This is an optimization exercise on Yosys and OpenROAD, whose aim is small area, a short achievable clock period and few clock cycles, not a production implementation. Function was checked by simulation only, so behaviour that the tests miss may differ from the original. Power figures rest on the tool's default switching activity, not on a simulated workload.

## design.v

```verilog
package ise_pkg;
   typedef struct packed {
      logic insert;    
      logic drain;     
      logic close;     
   } cell_ctrl_type;
endpackage
module ise_cell #(
   parameter int VALUE_WIDTH = 16
) (
   input  logic                          clock,
   input  logic                          reset,
   input  ise_pkg::cell_ctrl_type        ctrl,
   input  logic signed [VALUE_WIDTH-1:0] new_value,
   input  logic                          new_par,
   input  logic signed [VALUE_WIDTH-1:0] left_value,
   input  logic                          left_valid,
   input  logic                          left_open,
   input  logic                          left_par,
   input  logic                          left_h,
   input  logic signed [VALUE_WIDTH-1:0] right_value,
   input  logic                          right_valid,
   input  logic                          right_open,
   input  logic                          right_par,
   input  logic                          right_h,
   output logic signed [VALUE_WIDTH-1:0] value,
   output logic                          valid,
   output logic                          open,
   output logic                          par,
   output logic                          h
);
   logic signed [VALUE_WIDTH-1:0] value_ff, value_in;
   logic                          valid_ff, valid_in;
   logic                          open_ff, open_in;
   logic                          par_ff, par_in;
   assign h     = !valid_ff || (open_ff && (value_ff > new_value));
   assign value = value_ff;
   assign valid = valid_ff;
   assign open  = open_ff;
   assign par   = par_ff;
   always_comb begin
      value_in = value_ff;
      valid_in = valid_ff;
      open_in  = open_ff;
      par_in   = par_ff;
      if (ctrl.drain) begin
         if (!(ctrl.insert && right_h)) begin
            value_in = right_value;
            valid_in = right_valid;
            open_in  = right_open;
            par_in   = right_par;
         end else if (!h) begin
            value_in = new_value;
            valid_in = 1'b1;
            open_in  = 1'b1;
            par_in   = new_par;
         end
      end else if (ctrl.insert) begin
         if (left_h) begin
            value_in = left_value;
            valid_in = left_valid;
            open_in  = left_open;
            par_in   = left_par;
         end else if (h) begin
            value_in = new_value;
            valid_in = 1'b1;
            open_in  = 1'b1;
            par_in   = new_par;
         end
      end
      if (ctrl.close) begin
         open_in = 1'b0;
      end
   end
   always_ff @(posedge clock) begin
      value_ff <= value_in;
      open_ff  <= open_in;
      par_ff   <= par_in;
      if (reset) begin
         valid_ff <= 1'b0;
      end else begin
         valid_ff <= valid_in;
      end
   end
endmodule
module insertion_sort_engine #(
   parameter int DEPTH       = 32,
   parameter int VALUE_WIDTH = 16
) (
   input  logic                          clock,
   input  logic                          reset,
   input  logic                          start,
   output logic                          busy,
   input  logic signed [VALUE_WIDTH-1:0] req_value,
   input  logic                          req_last,
   output logic                          rsp_strobe,
   output logic signed [VALUE_WIDTH-1:0] rsp_value_res,
   output logic                          rsp_last_res,
   output logic                          rsp_dropped
);
   logic signed [VALUE_WIDTH-1:0] value_w [DEPTH];
   logic [DEPTH-1:0]              valid_w;
   logic [DEPTH-1:0]              open_w;
   logic [DEPTH-1:0]              par_w;
   logic [DEPTH-1:0]              h_w;
   logic                          in_valid_ff;
   logic signed [VALUE_WIDTH-1:0] in_value_ff;
   logic                          in_last_ff;
   logic          par_ff;                    
   logic          ovf_open_ff;               
   logic          ovf_head_ff;               
   logic          full;
   logic          head_out;
   logic          head_last;
   ise_pkg::cell_ctrl_type ctrl;
   assign full      = valid_w[DEPTH-1] && open_w[0];
   assign head_out  = valid_w[0] && !open_w[0];
   assign head_last = !valid_w[1] || open_w[1] || (par_w[1] != par_w[0]);
   assign ctrl.insert = in_valid_ff && !full;
   assign ctrl.drain  = head_out;
   assign ctrl.close  = in_valid_ff && in_last_ff;
   for (genvar i = 0; i < DEPTH; i++) begin : g_cell
      logic signed [VALUE_WIDTH-1:0] left_value;
      logic                          left_valid;
      logic                          left_open;
      logic                          left_par;
      logic                          left_h;
      logic signed [VALUE_WIDTH-1:0] right_value;
      logic                          right_valid;
      logic                          right_open;
      logic                          right_par;
      logic                          right_h;
      if (i == 0) begin : g_head
         assign left_value = '0;
         assign left_valid = 1'b1;
         assign left_open  = 1'b0;
         assign left_par   = 1'b0;
         assign left_h     = 1'b0;
      end else begin : g_body
         assign left_value = value_w[i-1];
         assign left_valid = valid_w[i-1];
         assign left_open  = open_w[i-1];
         assign left_par   = par_w[i-1];
         assign left_h     = h_w[i-1];
      end
      if (i == DEPTH - 1) begin : g_tail
         assign right_value = '0;
         assign right_valid = 1'b0;
         assign right_open  = 1'b0;
         assign right_par   = 1'b0;
         assign right_h     = 1'b1;
      end else begin : g_inner
         assign right_value = value_w[i+1];
         assign right_valid = valid_w[i+1];
         assign right_open  = open_w[i+1];
         assign right_par   = par_w[i+1];
         assign right_h     = h_w[i+1];
      end
      ise_cell #(
         .VALUE_WIDTH (VALUE_WIDTH)
      ) u_cell (
         .clock       (clock),
         .reset       (reset),
         .ctrl        (ctrl),
         .new_value   (in_value_ff),
         .new_par     (par_ff),
         .left_value  (left_value),
         .left_valid  (left_valid),
         .left_open   (left_open),
         .left_par    (left_par),
         .left_h      (left_h),
         .right_value (right_value),
         .right_valid (right_valid),
         .right_open  (right_open),
         .right_par   (right_par),
         .right_h     (right_h),
         .value       (value_w[i]),
         .valid       (valid_w[i]),
         .open        (open_w[i]),
         .par         (par_w[i]),
         .h           (h_w[i])
      );
   end
   always_ff @(posedge clock) begin
      in_value_ff <= req_value;
      in_last_ff  <= req_last;
      if (reset) begin
         in_valid_ff <= 1'b0;
         par_ff      <= 1'b0;
         ovf_open_ff <= 1'b0;
         ovf_head_ff <= 1'b0;
      end else begin
         in_valid_ff <= start;
         if (ctrl.close) begin
            par_ff      <= !par_ff;
            ovf_open_ff <= 1'b0;
         end else if (in_valid_ff && full) begin
            ovf_open_ff <= 1'b1;
         end
         if (ctrl.close && (ovf_open_ff || full)) begin
            ovf_head_ff <= 1'b1;
         end else if (head_out && head_last) begin
            ovf_head_ff <= 1'b0;
         end
      end
   end
   assign busy          = 1'b0;
   assign rsp_strobe    = head_out;
   assign rsp_value_res = value_w[0];
   assign rsp_last_res  = head_last;
   assign rsp_dropped   = ovf_head_ff;
endmodule
```

## run.sh

```bash
#!/bin/bash
# synth_recipe.tcl (not shown) runs the flow's synth.tcl, then flattens the netlist and writes it again
# the make line also repeats each setting of config.mk as NAME=value (left out here)
make -C /OpenROAD-flow-scripts/flow DESIGN_CONFIG=/design/flow/config.mk WORK_HOME=/design/flow/orfs CLKGATE_MAP_FILE= SYNTH_SCRIPT=/design/flow/synth_recipe.tcl finish
```

## config.mk

```make
export PLATFORM = sky130hd
export DESIGN_NAME = insertion_sort_engine
export DESIGN_NICKNAME = insertion_sort_engine
export VERILOG_FILES = /design/flow/design.v
export SDC_FILE = /design/flow/constraint.sdc
export NUM_CORES = 4
export LEC_CHECK = 0
export CAP_MARGIN = 20
export CORE_MARGIN = 2
export CORE_UTILIZATION = 40
export SLEW_MARGIN = 20
```

## constraint.sdc

```tcl
create_clock -name core_clock -period 4.5 [get_ports {clock}]
set_input_delay 0.9000 -clock core_clock [delete_from_list [all_inputs] [get_ports {clock}]]
set_output_delay 0.9000 -clock core_clock [all_outputs]
set_load 0.01 [all_outputs]
```

==> results.sh <==
export IMPL_leakagePower_nw=18.2
export IMPL_num_rows=119
export IMPL_cp_arrival_ns=4.48
export IMPL_drt_iter0_drc=4420
export IMPL_wl_per_cell_um=27.0
export IMPL_htree_levels=3
export IMPL_ys_seq_area_share_pct=42.7
export IMPL_timing_setup_tns_ns=0
export IMPL_core_area_sq_mm=0.105
export IMPL_drive_gt1_share_pct=11.7
export IMPL_fillers=9837
export IMPL_synth_top_area_share_pct=38.7
export IMPL_rr_startpoint="in_value_ff[14]"
export IMPL_critical_path_max_stage_delay_ns=0.79
export IMPL_cts_tree="built"
export IMPL_numCtsBuffers=74
export IMPL_ys_types=99
export IMPL_drc=0
export IMPL_maxSlewViolCount=0
export IMPL_outcome="finished clean"
export IMPL_clock_sinks=629
export IMPL_powerDensity_mw_per_mm2=388
export IMPL_worst_slew_pin_slew_ns=1.03
export IMPL_synth_edf_count=544
export IMPL_synth_largest_area_cell="edfxtp_1"
export IMPL_gp_congestion=0.881
export IMPL_ys_seq_elements=629
export IMPL_yosysMostFrequentCell="edfxtp_1"
export IMPL_syn_nets=4662
export IMPL_die_y_um=329
export IMPL_synth_area_leaders="edfxtp_1 (39%), ha_1 (15%), dfxtp_1 (4.0%)"
export IMPL_area_delta_synth_final_pct=11.5
export IMPL_synth_cell_area_sq_mm=0.0423
export IMPL_total_power_mw=18.3
export IMPL_vias_per_cell=6.54
export IMPL_io_pins=40
export IMPL_maxCapViolCount=0
export IMPL_startpoint="in_value_ff[14]"
export IMPL_seqCellArea_sq_mm=0.0181
export IMPL_hold_viol_final=0
export IMPL_port_buffers=38
export IMPL_drt_wl_total_um=151000
export IMPL_worstPathMaxFanout=17
export IMPL_grt_pass1_wl_um=224000
export IMPL_critical_path_class="reg -> reg"
export IMPL_worst_slack_ns=0.560
export IMPL_overflow=0
export IMPL_crit_chain="inv_2 -> buf_4 -> ha_1 -> nand4_1 -> or3_1 -> a21oi_1 -> nor3b_1 -> o211ai_1 -> nor2_1 -> a31oi_2 -> o221a_2"
export IMPL_ctsHoldBuffers=0
export IMPL_cts_resized=0
export IMPL_die_w_um=329
export IMPL_grt_max_degree=85
export IMPL_vias=36500
export IMPL_nets=4664
export IMPL_skew_ns=0.0504
export IMPL_setup_viol=0
export IMPL_place_ws_ns=0.625
export IMPL_synth_avg_cell_area_sq_um=10.2
export IMPL_cts_buffer_depth=3
export IMPL_clk_latency_ns=0.67
export IMPL_grt_pass1_vias=34300
export IMPL_clk_pin_slew_ns=0.06
export IMPL_min_period_over_period_pct=87.6
export IMPL_antenna_found_initial=1
export IMPL_die_area_sq_mm=0.108
export IMPL_track_usage_pct=27.2
export IMPL_start_util_pct=40.3
export IMPL_worstSetupStartpointType="flop"
export IMPL_postCtsSetupRepairBufs=0
export IMPL_max_freq_mhz=254
export IMPL_root_buffer="clkbuf_16"
export IMPL_hold_start="g_cell[26].u_cell.open_ff"
export IMPL_slew_headroom_pct=31.0
export IMPL_firstDrtPassIters=8
export IMPL_grt_setup_unrepaired="no"
export IMPL_critPathSlowestCell="a31oi_2"
export IMPL_ys_async_sr_fraction_pct=0
export IMPL_syn_inst=4130
export IMPL_cp_required_ns=5.04
export IMPL_hpwlAfterDp_um=106000
export IMPL_ir_drop_v=0.000280
export IMPL_ys_warn_count=3
export IMPL_synthFlopType="edfxtp_1"
export IMPL_min_period_ns=3.94
export IMPL_detail_route_antenna_nets=0
export IMPL_ys_top_cells_by_count="edfxtp_1 (544), ha_1 (512), nor2_1 (316)"
export IMPL_setup_worst_path_end_class="flop"
export IMPL_holdCritPathClass="reg -> reg"
export IMPL_multi_input_area_sq_mm=0.0226
flip-flops by register name (all words and copies together), names as in the netlist, 16 cells and up:
| signal | flops |
|---|---|
| g_cell.u_cell.par_ff | 32 |
| g_cell.u_cell.value_ff | 512 |
| in_value_ff | 16 |
| g_cell.u_cell.valid_ff | 32 |
| g_cell.u_cell.open_ff | 32 |
worst paths after layout:
| kind | slack (ns) | cells after the start | endpoint |
|---|---|---|---|
| worst max-delay path | 0.56 | 11 | g_cell[4].u_cell.value_ff[6] |
| worst min register to register | 0.51 | 2 | g_cell[26].u_cell.open_ff |
| worst min-delay path | 0.51 | 2 | g_cell[26].u_cell.open_ff |
| worst max register to register | 0.56 | 11 | g_cell[4].u_cell.value_ff[6] |
where the power goes:
| part | total [mW] | switching (mW) | internal [mW] |
|---|---|---|---|
| logic | 4.09 | 2.41 | 1.69 |
| registers | 8.12 | 0.840 | 7.28 |
| clock network | 6.06 | 2.64 | 3.43 |
| total | 18.3 | 5.88 | 12.4 |
critical path, delay by kind of cell (launching register included):
kind	cells	cell delay, ns
AO/OA/AOI/OAI	4	1.93
AND/OR/NAND/NOR	4	0.71
buffers and inverters	2	0.65
flip-flops	1	0.31
adder cells (fa/ha/maj)	1	0.21
area by class of cell:
type | count | share of cell area (%)
Antenna cell | 2 | 0.0106
Clock buffer | 100 | 4.33
Clock inverter | 37 | 0.683
Inverter | 173 | 1.38
Multi-Input combinational cell | 3071 | 48.0
Sequential cell | 629 | 38.3
Tap cell | 1391 | 3.69
Timing Repair Buffer | 183 | 3.56
placed cells by master, fill, tap and decap left out, types with 21 or more instances in the layout:
cell	count
a221o_1	38
inv_1	156
dfxtp_1	74
o221a_2	104
mux2i_1	39
ha_1	512
nor2_1	314
o22ai_1	211
a21oi_1	293
edfxtp_1	544
clkdlybuf4s50_1	37
nand3_1	70
o311ai_0	27
o31ai_1	55
a222oi_1	32
nor3b_1	21
buf_4	128
nand2_1	225
nor3_1	99
nand2b_1	57
o211ai_1	41
clkbuf_16	75
a21o_1	81
or3_1	65
a211oi_1	31
a31oi_1	69
nor2b_1	41
a22o_1	53
a22oi_1	86
or2_2	22
nand4_1	122
o21ai_0	85
layer usage:
metal / wire length (um) / track usage [%] / part of all wire (%)
met1: 65300 / 38.8 / 43
met2: 67200 / 42.3 / 45
met3: 13900 / 3.95 / 9.3
met4: 4250 / 8.59 / 2.8
met5: 0 / 0 / 0
stage by stage:
stage               cells  cell area (sq um)  util [%]  hold slack [ns]
CTS                  5584              47100      44.9            0.505
global placement     5447              44700      42.6            0.489
global route         5584              47100      44.9            0.528
floorplan            4130              42300         -            0.450
detailed placement   5447              44700      42.6            0.496
finish               5586              47100      44.9            0.505
kinds of logic after synthesis:
family	after synthesis	share of synthesized area, %
compound gates	1367	23.3
simple gates	1139	13.5
flops	629	42.7
fa+ha+maj	512	15.2
buf+inv	430	4.03
mux	50	1.23
xor+xnor	2	0.0415
other cells	1	0.00887
Testbench counts, summed over its fixed seeds: cycles 6,575.

-- what the ideal ports hide --
No port has a modelled driver above. Below, the same layout with a new extraction and two added sets of constraints. Step 1 (the two cells are an assumption about what drives the block):
set clk [get_ports {clock}]
set_driving_cell -lib_cell sky130_fd_sc_hd__clkbuf_16 $clk
set_driving_cell -lib_cell sky130_fd_sc_hd__buf_2 [delete_from_list [all_inputs] $clk]
Step 2 also shifts input and output timing later by t, the mid clock arrival at the registers, as if the neighbouring blocks saw the same clock. a / b / c = ideal ports / drivers / drivers and shift; a / b = the first two.
t, ns: 0.724
setup WS [ns]: 0.560 / 0.560 / 0.560
clock arrival spread, ns: 0.051 / 0.051
slew at the worst register clock pin (ns): 0.07 / 0.07
After both steps setup and hold are still met in this run. For this run, drivers alone change the setup slack by 0.000 ns; drivers and shift together by 0.000 ns.
